This design comes from an exercise in tuning for small area, a short achievable clock period and few clock cycles per item on the open sky130 flow, not from production work. No run shown here included a check of the RTL's function; only the layout flow was run. Power and IR drop assume default switching activity.

## flow/design.v

```verilog
`default_nettype none
package lbm_pkg;
  localparam int q_dirs = 9;
endpackage
`default_nettype wire
`default_nettype none
module moment_add #(
  parameter int W = 33
) (
  input  logic [W-1:0] a,
  input  logic [W-1:0] b,
  input  logic         cin,
  output logic [W-1:0] s,
  output logic         cout
);
  localparam int N  = W + 1;
  localparam int LV = $clog2(N);
  logic [N-1:0] gi, pi;
  logic [N-1:0] g, p;
  logic [N-1:0] gn, pn;
  always_comb begin
    gi = {a & b, cin};
    pi = {a ^ b, 1'b0};
    g  = gi;
    p  = pi;
    for (int l = 1; l <= LV; l++) begin
      gn = g;
      pn = p;
      for (int i = 0; i < N; i++) begin
        if (((i + 1) % (1 << l)) == 0) begin
          gn[i] = g[i] | (p[i] & g[i - (1 << (l - 1))]);
          pn[i] = p[i] & p[i - (1 << (l - 1))];
        end
      end
      g = gn;
      p = pn;
    end
    for (int l = LV - 1; l >= 1; l--) begin
      gn = g;
      pn = p;
      for (int i = 0; i < N; i++) begin
        if (((i + 1) % (1 << l)) == (1 << (l - 1)) && i >= (1 << l)) begin
          gn[i] = g[i] | (p[i] & g[i - (1 << (l - 1))]);
          pn[i] = p[i] & p[i - (1 << (l - 1))];
        end
      end
      g = gn;
      p = pn;
    end
    s    = pi[N-1:1] ^ g[N-2:0];
    cout = g[N-1];
  end
endmodule
`default_nettype wire
`default_nettype none
module fp_divider (
  input  logic               clock_50,
  input  logic               m_idle,
  input  logic               m_acc,
  input  logic               m_abs,
  input  logic               m_step,
  input  logic               m_fin,
  input  logic               first,      
  input  logic               fast,       
  input  logic               hi_en,      
  input  logic               zero_div,
  input  logic               acc_en,     
  input  logic               acc_sub,    
  input  logic [31:0]        term,
  input  logic signed [31:0] rho,
  output logic               fast_ok,
  output logic               neg,        
  output logic               ovf,
  output logic [31:0]        quotient
);
  logic [31:0] rem;
  logic [32:0] low;
  logic        qprev;      
  logic        mag_small;  
  logic        sgn;
  logic        hi;
  logic [32:0] op_a;
  logic [32:0] op_b;
  logic        cin;
  logic [32:0] sum;
  logic        cout;
  logic        qbit;
  logic        sub_d;
  logic        flip;
  logic        inv;
  logic        too_big;
  logic        keep_rem;
  logic        keep_low;
  assign neg = sgn ^ rho[31];
  assign keep_rem = !first || fast;
  assign keep_low = !first || !fast;
  assign sub_d    = qprev || !keep_rem;
  assign flip     = sub_d ^ rho[31];
  assign inv      = (m_abs && low[31]) || (m_fin && neg);
  always_comb begin
    op_a = '0;
    op_b = '0;
    cin  = 1'b0;
    if (m_acc) begin
      op_a = {1'b0, low[31:0]};
      op_b = ({term[31], term} & {33{acc_en}}) ^ {33{acc_sub}};
      cin  = acc_sub;
    end else if (m_step) begin
      op_a = {rem & {32{keep_rem}}, low[32] & keep_low};
      op_b = {sub_d, rho ^ {32{flip}}};
      cin  = flip;
    end else begin
      op_a = '0;
      op_b = low ^ {33{inv}};
      cin  = inv;
    end
  end
  moment_add #(.W(33)) i_add (
    .a    (op_a),
    .b    (op_b),
    .cin  (cin),
    .s    (sum),
    .cout (cout)
  );
  assign qbit    = ~sum[32];
  assign fast_ok = mag_small && !qbit;
  assign too_big = hi || low[32] || (low[31] && (!neg || (low[30:0] != '0)));
  always_ff @(posedge clock_50) begin
    if (m_abs) rem <= {sum[27:0], 4'b0};
    else       rem <= sum[31:0];
    if (m_idle || (m_fin && (zero_div || too_big))) begin
      low <= '0;
    end else if (m_step) begin
      low <= {low[31:1] & {31{keep_low}}, low[0] & keep_low & !first, qbit};
    end else begin
      low <= {1'b0, sum[31:0]};
    end
    if (m_step) qprev <= qbit;
    else        qprev <= 1'b1;
    if (m_abs) begin
      sgn       <= low[31];
      mag_small <= (sum[31:27] == 5'b0);
    end
    if (m_abs) hi <= 1'b0;
    else if (m_step && hi_en && qbit) hi <= 1'b1;
    if (m_idle) ovf <= 1'b0;
    else if (m_fin) ovf <= !zero_div && too_big;
  end
  assign quotient = low[31:0];
endmodule
`default_nettype wire
`default_nettype none
module lbm_moments #(
  parameter int DATA_WIDTH = 32,
  parameter int FRAC_BITS  = 24
) (
  input  logic                          clock_50,
  input  logic                          arst_n,
  input  logic                          req,
  input  logic [lbm_pkg::q_dirs*DATA_WIDTH-1:0]  fin,
  output logic                          ack,
  output logic signed [DATA_WIDTH-1:0]  rho,
  output logic signed [DATA_WIDTH-1:0]  ux,
  output logic signed [DATA_WIDTH-1:0]  uy,
  output logic                          dbz,
  output logic                          ovf_x,
  output logic                          ovf_y
);
  logic        m_idle, m_acc, m_abs, m_step, m_fin, m_ack;
  logic        first;
  logic        fast;
  logic [5:0]  cnt;
  logic [8:1]  tsel;
  logic [8:1]  nsel;
  logic [31:0] term;
  logic        px_en, px_sub, py_en, py_sub;
  logic [31:0] rho_r;
  logic        dbz_r;
  logic        fast_x, fast_y;
  logic        neg_x, neg_y;
  logic        last_step;
  logic        hi_en;
  logic [31:0] term_next;
  logic [31:0] ux_q, uy_q;
  assign rho = rho_r;
  assign dbz = dbz_r;
  assign ux  = ux_q;
  assign uy  = uy_q;
  assign nsel = m_idle ? 8'b0000_0001 : {tsel[7:1], 1'b0};
  always_comb begin
    term_next = '0;
    for (int i = 1; i <= 8; i++) begin
      term_next = term_next | (fin[32*i +: 32] & {32{nsel[i]}});
    end
  end
  assign last_step = fast ? (cnt == 6'd19) : (cnt == 6'd56);
  assign hi_en     = !fast && (cnt != 6'd0) && (cnt <= 6'd23);
  fp_divider div_ux (
    .clock_50  (clock_50),
    .m_idle    (m_idle),
    .m_acc     (m_acc),
    .m_abs     (m_abs),
    .m_step    (m_step),
    .m_fin     (m_fin),
    .first     (first),
    .fast      (fast),
    .hi_en     (hi_en),
    .zero_div  (dbz_r),
    .acc_en    (px_en),
    .acc_sub   (px_sub),
    .term      (term),
    .rho       (rho_r),
    .fast_ok   (fast_x),
    .neg       (neg_x),
    .ovf       (ovf_x),
    .quotient  (ux_q)
  );
  fp_divider div_uy (
    .clock_50  (clock_50),
    .m_idle    (m_idle),
    .m_acc     (m_acc),
    .m_abs     (m_abs),
    .m_step    (m_step),
    .m_fin     (m_fin),
    .first     (first),
    .fast      (fast),
    .hi_en     (hi_en),
    .zero_div  (dbz_r),
    .acc_en    (py_en),
    .acc_sub   (py_sub),
    .term      (term),
    .rho       (rho_r),
    .fast_ok   (fast_y),
    .neg       (neg_y),
    .ovf       (ovf_y),
    .quotient  (uy_q)
  );
  always_ff @(posedge clock_50) begin
    if (m_idle) rho_r <= fin[0 +: 32];
    else        rho_r <= rho_r + term;
    term <= term_next;
    if (m_abs) dbz_r <= (rho_r == '0);
  end
  always_ff @(posedge clock_50 or negedge arst_n) begin
    if (!arst_n) begin
      m_idle <= 1'b1;
      m_acc  <= 1'b0;
      m_abs  <= 1'b0;
      m_step <= 1'b0;
      m_fin  <= 1'b0;
      m_ack  <= 1'b0;
      ack    <= 1'b0;
      first  <= 1'b0;
      fast   <= 1'b0;
      cnt    <= '0;
      tsel   <= '0;
      px_en  <= 1'b0;
      px_sub <= 1'b0;
      py_en  <= 1'b0;
      py_sub <= 1'b0;
    end else begin
      tsel   <= nsel;
      px_en  <= nsel[1] | nsel[3] | nsel[5] | nsel[6] | nsel[7] | nsel[8];
      px_sub <= nsel[3] | nsel[6] | nsel[7];
      py_en  <= nsel[2] | nsel[4] | nsel[5] | nsel[6] | nsel[7] | nsel[8];
      py_sub <= nsel[4] | nsel[7] | nsel[8];
      first <= 1'b0;
      if (m_idle) begin
        if (req) begin
          m_idle <= 1'b0;
          m_acc  <= 1'b1;
        end
      end
      if (m_acc && tsel[8]) begin
        m_acc <= 1'b0;
        m_abs <= 1'b1;
      end
      if (m_abs) begin
        m_abs  <= 1'b0;
        m_step <= 1'b1;
        cnt    <= '0;
      end
      if (m_step) begin
        cnt <= cnt + 6'd1;
        if (cnt == 6'd0) begin
          fast  <= fast_x && fast_y;
          first <= 1'b1;
        end else if (last_step) begin
          m_step <= 1'b0;
          if (fast && !neg_x && !neg_y) begin
            ack   <= 1'b1;
            m_ack <= 1'b1;
          end else begin
            m_fin <= 1'b1;
          end
        end
      end
      if (m_fin) begin
        m_fin <= 1'b0;
        ack   <= 1'b1;
        m_ack <= 1'b1;
      end
      if (m_ack && !req) begin
        m_ack  <= 1'b0;
        ack    <= 1'b0;
        m_idle <= 1'b1;
      end
    end
  end
endmodule
`default_nettype wire
```

## flow/run.sh

```bash
#!/bin/bash
# synth_recipe.tcl (not shown) runs the flow's synth.tcl, then flattens the netlist and writes it again
# the make line also repeats each setting of config.mk as NAME=value (left out here)
make -C /OpenROAD-flow-scripts/flow DESIGN_CONFIG=/design/flow/config.mk WORK_HOME=/design/flow/orfs CLKGATE_MAP_FILE= SYNTH_SCRIPT=/design/flow/synth_recipe.tcl finish
```

## flow/config.mk

```make
export PLATFORM = sky130hd
export DESIGN_NAME = lbm_moments
export DESIGN_NICKNAME = lbm_moments
export VERILOG_FILES = /design/flow/design.v
export SDC_FILE = /design/flow/constraint.sdc
export NUM_CORES = 4
export LEC_CHECK = 0
export ABC_CLOCK_PERIOD_IN_PS = 3000
export CAP_MARGIN = 20
export CORE_MARGIN = 2
export CORE_UTILIZATION = 40
export SETUP_SLACK_MARGIN = 5
export SLEW_MARGIN = 20
```

## flow/constraint.sdc

```tcl
create_clock -name core_clock -period 8.0 [get_ports {clock_50}]
set_input_delay 1.6000 -clock core_clock [delete_from_list [all_inputs] [get_ports {clock_50}]]
set_output_delay 1.6000 -clock core_clock [all_outputs]
set_load 0.01 [all_outputs]
```

==> results of run 1 <==
-- routing by layer --
metal  track usage (%)  share of wire (%)
met1              42.3                 37
met2              58.9                 46
met3              6.49                9.1
met4              23.8                8.2
met5                 0                  0
-- kinds of logic (layout without fill, tap and decap cells) --
kind of cell             Yosys count  after routing  share of synthesized area [%]
multiplexers                      65             65                           3.78
XOR/XNOR                         251            252                           12.6
AND/OR/NAND/NOR                  544            545                           13.8
flip-flops                       231            231                           27.5
adder cells (fa/ha/maj)          128            128                           10.7
other                              0              8                              0
AO/OA/AOI/OAI                    621            621                           24.1
buffers and inverters            286            708                           7.61
-- synth_stat cells (6+ instances only) --
cell / instances
nand2b_1: 8
xor2_1: 223
a211oi_1: 48
mux2_2: 8
nand3_1: 43
a22o_1: 86
o21a_1: 9
a31oi_1: 9
nand2_1: 186
inv_1: 76
nand4_1: 19
a221oi_1: 32
xnor2_1: 28
ha_1: 93
o31ai_1: 9
o21ai_1: 30
dfrtp_1: 25
nor2_1: 197
nor4_1: 26
mux2i_1: 57
o21bai_1: 11
buf_4: 64
buf_2: 14
buf_1: 15
fa_1: 35
clkbuf_1: 116
nor2b_1: 14
a21oi_1: 154
o21ai_0: 69
a22oi_1: 92
a21o_1: 37
a211o_1: 6
nor3_1: 18
dfxtp_1: 200
-- path summary, 6_finish.rpt --
kind	endpoint	slack, ns	cells past startpoint
max in group asynchronous	m_step	6.26	2
worst min register to register	m_acc	0.45	1
worst max register to register	fast	3.43	25
worst max-delay path	fast	3.43	25
worst min-delay path	m_acc	0.45	1
min in group asynchronous	m_ack	1.43	2
-- power breakdown --
| part | internal, mW | switching [mW] | total (mW) |
|---|---|---|---|
| clock network | 0.832 | 0.544 | 1.38 |
| registers | 1.80 | 0.799 | 2.60 |
| logic | 3.50 | 3.76 | 7.26 |
| total | 6.13 | 5.10 | 11.2 |
-- sequential cells by signal, summed over array words and instances (netlist names), 6 cells and up --
name,cells
div_uy.low,33
div_uy.rem,32
div_ux.low,33
tsel,8
rho_r,32
term,32
cnt,6
div_ux.rem,32
-- critical path, delay by kind of cell, from the launching register on --
kind	cells	cell delay, ns
XOR/XNOR	4	0.68
multiplexers	1	0.34
flip-flops	1	0.50
AND/OR/NAND/NOR	3	0.29
buffers and inverters	5	0.60
AO/OA/AOI/OAI	10	1.39
adder cells (fa/ha/maj)	2	0.70
-- layout make-up --
| type | count | area [um2] |
|---|---|---|
| antenna | 8 | 20.0 |
| clock buffer | 34 | 796 |
| clock inverter | 13 | 189 |
| fill | 3911 | 18000 |
| inverter | 77 | 289 |
| multi-input combinational | 1611 | 12400 |
| sequential | 231 | 5070 |
| tap | 585 | 732 |
| timing repair buffer | 584 | 5700 |
-- timing repair --
action                                  in CTS  in global routing
buffers inserted                           120                 39
gates cloned                                 7                  0
endpoints found under the setup margin     241                143
endpoints found under the hold margin        0                  0
gates resized for setup                    395                 84
pin swaps                                   80                 55
-- stage by stage --
stage	utilization, %	worst slack, ns	hold slack [ns]
after floorplan	-	3.65	0.418
after global placement	50.3	2.48	0.437
after detailed placement	50.3	2.37	0.442
after CTS	56.8	3.48	0.446
after global routing	58.4	3.27	0.464
final	58.4	3.43	0.445
==> impl_metrics.env, run 1 <==
export IMPL_fin_crit_ns=4.57
export IMPL_critPathMaxFanout=4
export IMPL_cpMaxStageDelayCell="edfxtp_1"
export IMPL_outcome="no timing/DRC/antenna violations"
export IMPL_core_um2=43200
export IMPL_yosysTopAreaCell="dfxtp_1"
export IMPL_via_count=18300
export IMPL_critical_path_startpoint="div_ux.sgn"
export IMPL_leakage_nw=10.4
export IMPL_cts_buffer_depth=3
export IMPL_pin_count=391
export IMPL_max_vdd_ir_drop_uv=222
export IMPL_dpl_hpwl_um=59100
export IMPL_yosysTopAreaCellShare_pct=22.9
export IMPL_synthDistinctLibCells=67
export IMPL_drt_iter0_markers=1831
export IMPL_clk_transition_reported_paths_ns=0.07
export IMPL_grt_max_degree=78
export IMPL_regToRegStartpoint="div_ux.sgn"
export IMPL_synth_seq_cells=231
export IMPL_powerDensity_nw_per_um2=446
export IMPL_rows=76
export IMPL_postRouteAntennaNets=0
export IMPL_dr_pass1_iters=6
export IMPL_overflow=0
export IMPL_dpl_instance_area_um2=21700
export IMPL_path_class="flop to flop"
export IMPL_grt_use_total_pct=35.6
export IMPL_clk_latency_ns=0.58
export IMPL_dieHeight_um=213
export IMPL_initial_core_util_pct=40.5
export IMPL_max_freq_mhz=219
export IMPL_clockRootBuffer="clkbuf_16"
export IMPL_synth_edf_count=5
export IMPL_viasPerCell=5.82
export IMPL_globalplace_congestion=0.972
export IMPL_drcViolationCount=0
export IMPL_layout_drive_gt1_share_pct=21.6
export IMPL_h_tree_depth=1
export IMPL_antenna_found_initial=7
export IMPL_rsz0062_at_grt="yes"
export IMPL_die_w_um=213
export IMPL_yosys_top_cells_area="dfxtp_1, xor2_1, ha_1, a21oi_1, a22o_1"
export IMPL_fin_total_pwr_mw=11.2
export IMPL_finClkSkew_ns=0.0287
export IMPL_die_area_um2=45400
export IMPL_finalCritPeriodShare_pct=57.1
export IMPL_hold_path_class="flop to flop"
export IMPL_cp_start_kind="flop"
export IMPL_final_area_um2=25200
export IMPL_required_ns=8.49
export IMPL_yosys_warnings=3
export IMPL_drv_slew=0
export IMPL_grt_pass1_wl_um=118000
export IMPL_worst_pin_slew_ns=0.877
export IMPL_max_stage_delay_ns=0.50
export IMPL_numCtsBuffers=27
export IMPL_async_reset_ff_share_pct=11.3
export IMPL_dp_cells=2922
export IMPL_nets=2951
export IMPL_synth_nets=2545
export IMPL_wirelength_um=82500
export IMPL_port_buffers=390
export IMPL_finalSetupViolCount=0
export IMPL_final_common_cell="clkdlybuf4s50_1"
export IMPL_cts_tree="built"
export IMPL_cts_sinks=231
export IMPL_endpoint_kind="flop"
export IMPL_hold_viol_final=0
export IMPL_avgSynthCellArea_um2=8.23
export IMPL_crit_arrival_ns=5.06
export IMPL_drv_cap=0
export IMPL_ys_flop_type="dfxtp_1"
export IMPL_slew_headroom_pct=41.2
export IMPL_holdCritStartpoint="tsel[8]"
export IMPL_first_global_vias=18100
export IMPL_stdcell_count=3143
export IMPL_wl_per_cell_um=26.3
export IMPL_syn_cell_area_um2=17500
export IMPL_area_growth_pct=44.1
export IMPL_postCtsHoldBufs=0
export IMPL_layout_common_cells="clkdlybuf4s50_1, xor2_1, nor2_1, nand2_1, buf_4"
export IMPL_seq_area_frac_synth_pct=27.5
export IMPL_finalSetupTns_ns=0
export IMPL_synth_cells=2126
==> run 2, diff against run 1 <==
--- a/flow/config.mk
+++ b/flow/config.mk
@@ -5,9 +5,9 @@
 export SDC_FILE = /design/flow/constraint.sdc
 export NUM_CORES = 4
 export LEC_CHECK = 0
-export ABC_CLOCK_PERIOD_IN_PS = 3000
+export ABC_CLOCK_PERIOD_IN_PS = 3500
 export CAP_MARGIN = 20
 export CORE_MARGIN = 2
 export CORE_UTILIZATION = 40
-export SETUP_SLACK_MARGIN = 5
+export SETUP_SLACK_MARGIN = 4.5
 export SLEW_MARGIN = 20
==> run 2 against run 1 <==
Net effect: still clean on timing, DRC and antenna; cell count is 0.45% higher; register-to-register slack is essentially flat; combinational power increased by 5.8%; clock skew down 0.0053 ns; setup slack better by 0.0063 ns; sequential share of layout area is 0.96 points lower; via count is 1.2% higher; total power rose by 3.8%; first-iteration DRC count down 7.8%; worst hold slack barely moved; cell area rose by 0.62%; non-clock buffer count grew 8; critical endpoint is now div_ux.low[0].
==> impl_metrics.env, run 2 <==
export IMPL_die_w_um=213
export IMPL_drcViolationCount=0
export IMPL_finClkSkew_ns=0.0235
export IMPL_required_ns=8.46
export IMPL_switching_share_pct=45.2
export IMPL_leakage_nw=10.3
export IMPL_yosys_top_cells_count="xor2_1, dfxtp_1, nor2_1, nand2_1, a21oi_1"
export IMPL_die_area_um2=45400
export IMPL_max_freq_mhz=219
export IMPL_layout_drive_gt1_share_pct=19.4
export IMPL_slew_headroom_pct=21.5
export IMPL_numCtsBuffers=29
export IMPL_grt_use_total_pct=36.3
export IMPL_regToRegStartpoint="div_ux.sgn"
export IMPL_postCtsHoldBufs=0
export IMPL_synth_edf_count=5
export IMPL_overflow=0
export IMPL_yosysTopAreaCell="dfxtp_1"
export IMPL_finalCritPeriodShare_pct=57.0
export IMPL_finalSetupViolCount=0
export IMPL_top_regs="div_ux.low x33, div_uy.low x33"
export IMPL_power_internal_mw=6.39
export IMPL_nets=2961
export IMPL_yosysMostFrequentCell="xor2_1"
export IMPL_wirelength_um=84800
export IMPL_max_vdd_ir_drop_uv=208
export IMPL_grt_pass1_wl_um=120000
export IMPL_initial_core_util_pct=40.5
export IMPL_rows=76
export IMPL_critical_path_startpoint="div_ux.sgn"
export IMPL_dpl_hpwl_um=59300
export IMPL_cp_start_kind="flop"
export IMPL_seqPwrFrac_pct=22.0
export IMPL_first_global_vias=18100
export IMPL_area_growth_pct=45.0
export IMPL_yosysTopAreaCellShare_pct=22.9
export IMPL_grt_max_degree=109
export IMPL_critPathMaxFanout=5
export IMPL_dr_pass1_iters=5
export IMPL_antenna_found_initial=11
export IMPL_synthDistinctLibCells=67
export IMPL_endpoint_kind="flop"
export IMPL_synth_seq_cells=231
export IMPL_p_clk_share_pct=12.1
export IMPL_seq_area_frac_synth_pct=27.5
export IMPL_drt_iter0_markers=1689
export IMPL_ys_flop_type="dfxtp_1"
export IMPL_clk_transition_reported_paths_ns=0.06
export IMPL_rsz0062_at_grt="yes"
export IMPL_avgSynthCellArea_um2=8.23
export IMPL_clk_latency_ns=0.59
export IMPL_holdCritStartpoint="tsel[8]"
export IMPL_core_um2=43200
export IMPL_h_tree_depth=1
export IMPL_outcome="no timing/DRC/antenna violations"
export IMPL_pin_count=391
export IMPL_syn_cell_area_um2=17500
export IMPL_finalSetupTns_ns=0
export IMPL_synth_cells=2126
export IMPL_crit_arrival_ns=5.02
export IMPL_drv_slew=0
export IMPL_synth_nets=2545
export IMPL_hold_viol_final=0
export IMPL_yosys_warnings=3
export IMPL_pwr_share_comb_pct=65.9
export IMPL_powerDensity_nw_per_um2=459
export IMPL_worst_pin_slew_ns=1.18
export IMPL_cts_buffer_depth=3
export IMPL_dieHeight_um=213
export IMPL_cts_sinks=231
export IMPL_async_reset_ff_share_pct=11.3
export IMPL_path_class="flop to flop"
export IMPL_p_switching_mw=5.27
export IMPL_port_buffers=390
export IMPL_wl_per_cell_um=26.9
export IMPL_globalplace_congestion=0.974
export IMPL_cts_tree="built"
export IMPL_hold_path_class="flop to flop"
export IMPL_clockRootBuffer="clkbuf_16"
export IMPL_viasPerCell=5.86
export IMPL_drv_cap=0
export IMPL_fin_total_pwr_mw=11.7
export IMPL_via_count=18500
export IMPL_fin_crit_ns=4.56
export IMPL_final_common_cell="clkdlybuf4s50_1"
export IMPL_yosys_top_cells_area="dfxtp_1, xor2_1, ha_1, a21oi_1, a22o_1"
export IMPL_postRouteAntennaNets=0
export IMPL_layout_common_cells="clkdlybuf4s50_1, xor2_1, nor2_1, nand2_1, dfxtp_1"
[run 2: cell counts after synthesis]
Identical to the previous run, type by type.
[run 2: power groups by stage]
stage	registers [mW]	clock network, mW	logic [mW]
after floorplan	2.09	0	4.17
after global placement	2.59	0	5.51
after detailed placement	2.58	0	5.58
after CTS	2.52	1.43	6.88
after global routing	2.58	1.48	8.30
final	2.57	1.41	7.68
[run 2: worst paths after layout]
kind	endpoint	slack, ns	cells past startpoint
max in group asynchronous	m_step	6.27	2
min in group asynchronous	first	1.42	2
worst min-delay path	m_acc	0.45	1
worst min register to register	m_acc	0.45	1
worst max register to register	div_ux.low[0]	3.44	23
worst max-delay path	div_ux.low[0]	3.44	23
[run 2: final cells by class]
type	instances	area, um2
antenna	9	22.5
clock buffer	37	858
clock inverter	15	166
fill	3857	17800
inverter	77	297
multi-input combinational	1611	12500
sequential	231	4850
tap	585	732
timing repair buffer	592	5910
[run 2: logic make-up (layout without fill, tap and decap cells)]
family	Yosys count	in the layout	share of synthesized area, %
flops	231	231	27.5
compound gates	621	622	24.1
xor+xnor	251	252	12.6
mux	65	65	3.78
other cells	0	9	0
buf+inv	286	721	7.61
fa+ha+maj	128	128	10.7
simple gates	544	544	13.8
[run 2: critical path: stages (launching register included)]
cell      delay [ns]
edfxtp_1        0.49
xor2_4          0.20
a22oi_2         0.14
buf_6           0.15
buf_12          0.11
buf_16          0.11
xor2_1          0.16
nand2_1         0.09
o21ai_0         0.11
mux2i_1         0.22
ha_1            0.30
a21o_1          0.18
a221o_1         0.32
a41oi_2         0.23
inv_2           0.08
a21oi_4         0.17
o21ai_2         0.09
a41oi_2         0.19
a21oi_2         0.10
fa_2            0.36
xnor2_2         0.15
xnor2_2         0.20
nand2_1         0.10
nor3b_2         0.16
[run 2: timing repair]
item | in CTS | in global routing
buffers inserted | 133 | 38
resized for setup | 164 | 90
setup endpoints to repair | 153 | 121
cloned | 8 | 0
pin swaps | 102 | 62
[run 2: metal layers]
| layer | share of wire, % | up-vias | track usage (%) |
|---|---|---|---|
| met5 | 0 | - | 0 |
| met4 | 6.8 | 0 | 23.0 |
| met3 | 8.9 | 244 | 7.35 |
| met2 | 47 | 1007 | 59.7 |
| met1 | 37 | 8933 | 43.3 |
| li1 | - | 8331 | - |
[run 2: metrics by stage]
stage | utilization, % | instance area, um2 | hold WS (ns) | setup slack, ns | std cells
floorplan | - | 17800 | 0.418 | 3.65 | 2126
global placement | 50.2 | 21700 | 0.437 | 2.57 | 2917
detailed placement | 50.2 | 21700 | 0.436 | 2.50 | 2917
CTS | 57.1 | 24700 | 0.446 | 3.54 | 3110
global route | 58.8 | 25400 | 0.478 | 3.32 | 3156
finish | 58.8 | 25400 | 0.445 | 3.44 | 3157

-- static timing again, ports no longer ideal --
The results above use ideal ports. As a check the final layouts listed here were re-extracted and re-timed, cells and wires unchanged. Step 1 assumes that a clkbuf_16 drives the clock port and a buf_2 every other input. Step 2 times the ports against the registers' clock, not the clock port: input delays grow and output delays shrink by t, the midpoint of the rising clock arrivals with the driver on. Three values: ideal ports, drivers, drivers and shift; two values: the first two.
| run | t, ns | slack for setup (ns) | clock arrival spread, ns | pins driven straight from the clock port |
|---|---|---|---|---|
| run 1 | 0.617 | 3.430 / 3.430 / 3.430 | 0.029 / 0.029 | 1 |
| run 2 | 0.637 | 3.436 / 3.436 / 3.436 | 0.025 / 0.025 | 1 |
After both steps setup and hold are still met in every run listed.
